Source: an optimization exercise on an open RTL-to-GDS flow (aim: small area). Production flows keep margins and buffers that such runs may drop.
In this exercise RTL edits were held to simulation tests only and were not proved equivalent to the original.
No activity file was given, so power comes from the tool's default toggle rates. No driver is modelled on the clock port, so clocking that relies on it looks cheaper here than on a real chip.

try-harbor:
// kv_mem_block
module kv_mem_block #(
  parameter int NUM_ENTRIES = 16,
  parameter int KEY_WIDTH   = 32,
  parameter int VALUE_WIDTH = 64
) (
  input  logic                               clk,
  input  logic                               rst_n,
  input  logic [KEY_WIDTH-1:0]               key_in,
  input  logic [VALUE_WIDTH-1:0]             value_in,
  input  logic                               select_in,
  input  logic                               write_in,
  input  logic                               delete_in,
  input  logic [NUM_ENTRIES-1:0]             idx_in,
  input  logic                               flush_in,
  output logic                               hit,
  output logic [NUM_ENTRIES-1:0]             hit_idx,
  output logic [VALUE_WIDTH-1:0]             value_out,
  output logic                               free_valid,
  output logic [NUM_ENTRIES-1:0]             free_idx,
  output logic [$clog2(NUM_ENTRIES+1)-1:0]   count,
  output logic                               busy,
  output logic                               err,
  output ctrl_types_pkg::kv_mem_state_e      dbg_state
);
  localparam int N  = NUM_ENTRIES;
  localparam int CW = $clog2(NUM_ENTRIES + 1);
  localparam int PW = $clog2(NUM_ENTRIES);
  localparam int SW = KEY_WIDTH + VALUE_WIDTH;    
  logic                         busy_q;
  logic [PW-1:0]                ptr_q;
  logic [N-1:0]                 valid_q;
  logic [N-1:0][SW-1:0]         cell_q, cell_d;
  logic [N-1:0][KEY_WIDTH-1:0]  key_q;
  logic [N-1:0][VALUE_WIDTH-1:0] val_q;
  logic [CW-1:0]                count_q;
  logic                         err_q;
  for (genvar i = 0; i < N; i++) begin : g_cell
    assign key_q[i] = cell_q[i][SW-1:VALUE_WIDTH];
  ...
For scale: about 5300 cells after synthesis, about 220 I/O pins, about 62000 um^2 of cells after synthesis.
Settings: LEC_CHECK=0, CAP_MARGIN=5, CORE_MARGIN=2, CORE_UTILIZATION=75, PLACE_DENSITY=0.82, SETUP_SLACK_MARGIN=0.2, SLEW_MARGIN=5, SYNTH_HIERARCHICAL=1; clock period 14.0 ns.
standard.sh (not shown) runs the stock make flow with config.mk's settings and CLKGATE_MAP_FILE= SYNTH_SCRIPT=/design/flow/synth_recipe.tcl, a recipe that flattens the netlist after the stock synthesis.
==> flow/flow/run.sh <==
#!/bin/bash
# Standard ORFS layout with two changes: port buffers use the smallest
# buffer cell (the resizer still upsizes any that need it), and clock tree
# synthesis uses larger sink clusters without dummy loads.
set -euo pipefail
export BUFFER_PORTS_ARGS="-buffer_cell sky130_fd_sc_hd__buf_1"
export CTS_ARGS="-sink_clustering_enable -repair_clock_nets -sink_clustering_size 30 -sink_clustering_max_diameter 75 -dont_use_dummy_load"
bash standard.sh > standard_flow.log 2>&1
Setup changes, try-harbor to try-yarrow
Settings: PLACE_DENSITY changed from 0.82 to 0.7; CAP_MARGIN changed from 5 to 20; SLEW_MARGIN changed from 5 to 20; CORE_UTILIZATION changed from 75 to 60.
-- flow/flow/run.sh --
<<< try-harbor, line 7
export CTS_ARGS="-sink_clustering_enable -repair_clock_nets -sink_clustering_size 30 -sink_clustering_max_diameter 75 -dont_use_dummy_load"
>>> try-yarrow, line 7
export CTS_ARGS="-sink_clustering_enable -repair_clock_nets -sink_clustering_size 25 -sink_clustering_max_diameter 60 -dont_use_dummy_load"
Notes after the runs:
try-yarrow: no failed stages, no open violations at the end. Comparing try-yarrow and try-harbor, the higher first-pass GRT wire length was measured on try-yarrow. Count of fill cells added during filler insertion came out higher on try-yarrow than on try-harbor. Between try-harbor and try-yarrow, the flow reports die area increasing by more than 10%. Share of cell area taken by flip-flops and latches is higher on try-harbor.
Relative to try-yarrow, the following input files were edited for try-delta:
Settings: PLACE_DENSITY changed from 0.7 to 0.78; CORE_UTILIZATION changed from 60 to 70.
-- flow/flow/run.sh --
<<< try-yarrow, line 7
export CTS_ARGS="-sink_clustering_enable -repair_clock_nets -sink_clustering_size 25 -sink_clustering_max_diameter 60 -dont_use_dummy_load"
>>> try-delta, line 7
export CTS_ARGS="-sink_clustering_enable -repair_clock_nets -sink_clustering_size 30 -sink_clustering_max_diameter 75 -dont_use_dummy_load"
--- outcome ---
For try-yarrow, the capturing instance or port of the critical path was value_out[5], unlike try-delta, where it was value_out[52]. Relative to try-yarrow, the arrival time reported for the critical path endpoint of try-delta is lower by 50 ps. Total length of routed met3 wires, try-yarrow and try-delta: smaller value in try-yarrow. For try-delta, the source of the critical timing path was key_in[22], unlike try-yarrow, where it was key_in[11]. Relative to try-yarrow, try-delta degrades worst slew margin relative to its limit. try-delta against try-yarrow: layout overhead on the synthesized area went down 2.6 points, synthesized cell count held, total power draw went down about 9%, part of the total power dissipated in sequential elements went up 6.0 points. Compared with try-yarrow, try-delta ends up with less cell area. The met1 track demand over resource in global routing in try-delta sits 6.9 points above the value recorded for try-yarrow.

---

The RTL this note starts from:
==> flow/design.v <==
package ctrl_types_pkg;
  localparam int KV_CMD_IDX_W = 16;
  typedef enum logic [0:0] {
    KV_IDLE  = 1'b0,
    KV_FLUSH = 1'b1
  } kv_mem_state_e;
  typedef struct packed {
    logic                    sel;    
    logic                    wr;     
    logic                    del;    
    logic [KV_CMD_IDX_W-1:0] idx;    
  } kv_mem_cmd_t;
endpackage
module kv_prio_onehot #(
  parameter int WIDTH = 16
) (
  input  logic [WIDTH-1:0] req_in,
  output logic [WIDTH-1:0] gnt_out
);
  logic [WIDTH-1:0] below;
  always_comb begin
    below[0] = 1'b0;
    for (int i = 1; i < WIDTH; i++) begin
      below[i] = below[i-1] | req_in[i-1];
    end
  end
  assign gnt_out = req_in & ~below;
endmodule
module kv_read_mux #(
  parameter int N = 16,
  parameter int W = 64
) (
  input  logic [N-1:0]        sel_in,
  input  logic [N-1:0][W-1:0] data_in,
  output logic [W-1:0]        data_out
);
  always_comb begin
    data_out = '0;
    for (int i = 0; i < N; i++) begin
      data_out = data_out | (data_in[i] & {W{sel_in[i]}});
    end
  end
endmodule
module kv_key_match #(
  parameter int N = 16,
  parameter int W = 32
) (
  input  logic [W-1:0]        key_in,
  input  logic [N-1:0]        valid_in,
  input  logic [N-1:0][W-1:0] keys_in,
  output logic [N-1:0]        match_out
);
  always_comb begin
    for (int i = 0; i < N; i++) begin
      match_out[i] = valid_in[i] && (keys_in[i] == key_in);
    end
  end
endmodule
module kv_cell_next #(
  parameter int N = 16,
  parameter int W = 96
) (
  input  logic [N-1:0]        wr_in,
  input  logic [N-1:0]        hold_in,
  input  logic [W-1:0]        din_in,
  input  logic [N-1:0][W-1:0] q_in,
  output logic [N-1:0][W-1:0] d_out
);
  always_comb begin
    for (int i = 0; i < N; i++) begin
      d_out[i] = (din_in & {W{wr_in[i]}}) | (q_in[i] & {W{hold_in[i]}});
    end
  end
endmodule
module kv_mem_block #(
  parameter int NUM_ENTRIES = 16,
  parameter int KEY_WIDTH   = 32,
  parameter int VALUE_WIDTH = 64
) (
  input  logic                               clk,
  input  logic                               rst_n,
  input  logic [KEY_WIDTH-1:0]               key_in,
  input  logic [VALUE_WIDTH-1:0]             value_in,
  input  logic                               select_in,
  input  logic                               write_in,
  input  logic                               delete_in,
  input  logic [NUM_ENTRIES-1:0]             idx_in,
  input  logic                               flush_in,
  output logic                               hit,
  output logic [NUM_ENTRIES-1:0]             hit_idx,
  output logic [VALUE_WIDTH-1:0]             value_out,
  output logic                               free_valid,
  output logic [NUM_ENTRIES-1:0]             free_idx,
  output logic [$clog2(NUM_ENTRIES+1)-1:0]   count,
  output logic                               busy,
  output logic                               err,
  output ctrl_types_pkg::kv_mem_state_e      dbg_state
);
  localparam int N  = NUM_ENTRIES;
  localparam int CW = $clog2(NUM_ENTRIES + 1);
  localparam int PW = $clog2(NUM_ENTRIES);
  localparam int SW = KEY_WIDTH + VALUE_WIDTH;    
  logic                         busy_q;
  logic [PW-1:0]                ptr_q;
  logic [N-1:0]                 valid_q;
  logic [N-1:0][SW-1:0]         cell_q, cell_d;
  logic [N-1:0][KEY_WIDTH-1:0]  key_q;
  logic [N-1:0][VALUE_WIDTH-1:0] val_q;
  logic [CW-1:0]                count_q;
  logic                         err_q;
  for (genvar i = 0; i < N; i++) begin : g_cell
    assign key_q[i] = cell_q[i][SW-1:VALUE_WIDTH];
    assign val_q[i] = cell_q[i][VALUE_WIDTH-1:0];
  end
  logic [N-1:0] match, key_hit_idx, free_vec, idx_low, idx_valid, acc_idx;
  logic         key_hit, idx_ok, any_free, idx_hit;
  kv_key_match #(.N(N), .W(KEY_WIDTH)) u_match (
    .key_in    (key_in),
    .valid_in  (valid_q),
    .keys_in   (key_q),
    .match_out (match)
  );
  kv_prio_onehot #(.WIDTH(N)) u_hit_sel (
    .req_in  (match),
    .gnt_out (key_hit_idx)
  );
  kv_prio_onehot #(.WIDTH(N)) u_free_sel (
    .req_in  (~valid_q),
    .gnt_out (free_vec)
  );
  kv_prio_onehot #(.WIDTH(N)) u_idx_low (
    .req_in  (idx_in),
    .gnt_out (idx_low)
  );
  assign key_hit   = |match;
  assign any_free  = ~&valid_q;
  assign idx_ok    = (|idx_in) && (idx_low == idx_in);
  assign idx_valid = idx_in & valid_q;
  assign idx_hit   = |idx_valid;
  always_comb begin
    acc_idx = '0;
    if (!busy_q) begin
      if (select_in) acc_idx = idx_ok ? idx_valid : '0;
      else           acc_idx = key_hit_idx;
    end
  end
  kv_read_mux #(.N(N), .W(VALUE_WIDTH)) u_read (
    .sel_in   (acc_idx),
    .data_in  (val_q),
    .data_out (value_out)
  );
  assign hit        = |acc_idx;
  assign hit_idx    = acc_idx;
  assign free_idx   = free_vec;
  assign free_valid = any_free;
  assign count      = count_q;
  assign busy       = busy_q;
  assign dbg_state  = busy_q ? ctrl_types_pkg::KV_FLUSH : ctrl_types_pkg::KV_IDLE;
  logic         idle_cmd, do_del, wr_req, do_idx_wr, do_key_wr;
  logic [N-1:0] wr_vec, hold_vec, clr_vec;
  logic         cnt_inc, cnt_dec;
  assign idle_cmd  = !busy_q && !flush_in;
  assign do_del    = idle_cmd && delete_in && idx_ok;
  assign wr_req    = idle_cmd && write_in && !delete_in;
  assign do_idx_wr = wr_req && select_in && idx_ok;
  assign do_key_wr = wr_req && !select_in;
  always_comb begin
    wr_vec = '0;
    if (do_idx_wr)      wr_vec = idx_in;
    else if (do_key_wr) wr_vec = key_hit ? key_hit_idx : free_vec;
  end
  always_comb begin
    clr_vec = '0;
    if (do_del) clr_vec = idx_in;
    if (busy_q) clr_vec = N'(1) << ptr_q;
  end
  assign cnt_inc = (do_idx_wr && !idx_hit) || (do_key_wr && !key_hit && any_free);
  assign cnt_dec = (do_del && idx_hit) || (busy_q && valid_q[ptr_q]);
  assign hold_vec = ~wr_vec;
  kv_cell_next #(.N(N), .W(SW)) u_next (
    .wr_in   (wr_vec),
    .hold_in (hold_vec),
    .din_in  ({key_in, value_in}),
    .q_in    (cell_q),
    .d_out   (cell_d)
  );
  always_ff @(posedge clk) begin
    cell_q <= cell_d;
  end
  always_ff @(posedge clk or negedge rst_n) begin
    if (!rst_n) begin
      valid_q <= '0;
      count_q <= '0;
    end else begin
      valid_q <= (valid_q | wr_vec) & ~clr_vec;
      if (cnt_inc)      count_q <= count_q + CW'(1);
      else if (cnt_dec) count_q <= count_q - CW'(1);
    end
  end
  always_ff @(posedge clk or negedge rst_n) begin
    if (!rst_n) begin
      busy_q <= 1'b0;
    end else if (busy_q) begin
      busy_q <= (ptr_q != PW'(N - 1));
    end else begin
      busy_q <= flush_in;
    end
  end
  always_ff @(posedge clk) begin
    ptr_q <= busy_q ? ptr_q + PW'(1) : '0;
  end
  logic illegal;
  assign illegal = idle_cmd && (
                     (delete_in && !idx_ok) ||
                     (delete_in && write_in) ||
                     (wr_req && select_in && !idx_ok) ||
                     (do_key_wr && !key_hit && !any_free));
  always_ff @(posedge clk or negedge rst_n) begin
    if (!rst_n) begin
      err_q <= 1'b0;
    end else if (!busy_q && flush_in) begin
      err_q <= 1'b0;
    end else if (illegal) begin
      err_q <= 1'b1;
    end
  end
  assign err = err_q;
endmodule
make LEC_CHECK=0 CAP_MARGIN=20 CORE_MARGIN=2 CORE_UTILIZATION=30 PLACE_DENSITY=0.45 SETUP_SLACK_MARGIN=0.2 SLEW_MARGIN=20 SYNTH_HIERARCHICAL=1 finish   # period 14.0 ns
run.sh (not shown) runs the stock make flow with config.mk's settings and CLKGATE_MAP_FILE= SYNTH_SCRIPT=/design/flow/synth_recipe.tcl, a recipe that flattens the netlist after the stock synthesis.
Stock flow here: none of the scripts above is used.
Rerun with:
--- a/flow/config.mk
+++ b/flow/config.mk
@@ -9,4 +9,6 @@
 export CORE_MARGIN = 2
-export CORE_UTILIZATION = 30
-export PLACE_DENSITY = 0.45
+export CORE_UTILIZATION = 50
+export CTS_CLUSTER_DIAMETER = 60
+export CTS_CLUSTER_SIZE = 25
+export PLACE_DENSITY = 0.6
 export SETUP_SLACK_MARGIN = 0.2
After rerunning:
- first-iteration DRC count goes up by 15%
- maximum frequency goes up by 0.62%
- setup slack improves by 0.070 ns
- clock skew goes up by 0.0066 ns
- final area goes down by 4.4%
- via count goes down by 0.43%
- worst hold slack improves by 0.0037 ns
- register-to-register slack hardly moves
- power goes down by 8.9%
- non-clock buffer count goes down by 17
- wire length goes down by 13%
Rerun with:
==> flow/flow/run.sh (new file) <==
#!/bin/bash
# Standard ORFS layout with two changes: port buffers use the smallest
# buffer cell (the resizer still upsizes any that need it), and clock tree
# synthesis uses larger sink clusters without dummy loads.
set -euo pipefail
export BUFFER_PORTS_ARGS="-buffer_cell sky130_fd_sc_hd__buf_1"
export CTS_ARGS="-sink_clustering_enable -repair_clock_nets -sink_clustering_size 25 -sink_clustering_max_diameter 60 -dont_use_dummy_load"
bash standard.sh > standard_flow.log 2>&1
==> flow/standard.sh (new file) <==
#!/bin/bash
# synth_recipe.tcl (not shown) runs the flow's synth.tcl, then flattens the netlist and writes it again
# the make line also repeats each setting of config.mk as NAME=value (left out here)
make -C /OpenROAD-flow-scripts/flow DESIGN_CONFIG=/design/flow/config.mk WORK_HOME=/design/flow/orfs CLKGATE_MAP_FILE= SYNTH_SCRIPT=/design/flow/synth_recipe.tcl "${@:-finish}"
--- a/flow/config.mk
+++ b/flow/config.mk
@@ -9,6 +9,4 @@
 export CORE_MARGIN = 2
-export CORE_UTILIZATION = 50
-export CTS_CLUSTER_DIAMETER = 60
-export CTS_CLUSTER_SIZE = 25
-export PLACE_DENSITY = 0.6
+export CORE_UTILIZATION = 60
+export PLACE_DENSITY = 0.7
 export SETUP_SLACK_MARGIN = 0.2
removed: flow/run.sh
Die area came out lower by 16%.
Register-to-register slack gains 0.04 ns.
Clock power came out lower by 23%.
Clock-buffer cell count came out lower by 20.
Sequential share of layout area came out higher by 2.3 points.

## re-timing with driven ports
Ports are ideal in the flow. The routed layouts listed here were re-timed in OpenROAD.
Step 1, drivers: a clkbuf_16 drives clk and a buf_2 each remaining input, both assumed.
Step 2, shift: input delay + t, output delay - t, t = (earliest + latest rising clock arrival at the registers) / 2. This alone moves slack from input paths to output paths.
Slacks: no drivers / after step 1 / after step 2; pairs: no drivers / after step 1.
run	t (ns)	setup slack, ns	latest minus earliest clock arrival (ns)	pins driven straight from the clock port
try-harbor	0.736	3.279 / 3.258 / 3.258	0.072 / 0.073	1
try-yarrow	0.774	3.226 / 3.206 / 3.206	0.086 / 0.087	1
try-delta	0.748	3.277 / 3.256 / 3.256	0.081 / 0.081	1
the first run of note 2	0.897	2.590 / 2.569 / 2.569	0.051 / 0.051	1
the second run of note 2	0.840	2.660 / 2.638 / 2.638	0.058 / 0.057	1
the third run of note 2	0.768	3.210 / 3.168 / 3.168	0.083 / 0.083	1
After both steps setup and hold are still met in every run listed. The setup slack of the third run of note 2, which loses most, moves by -0.042 ns with the drivers and by -0.042 ns with both steps.
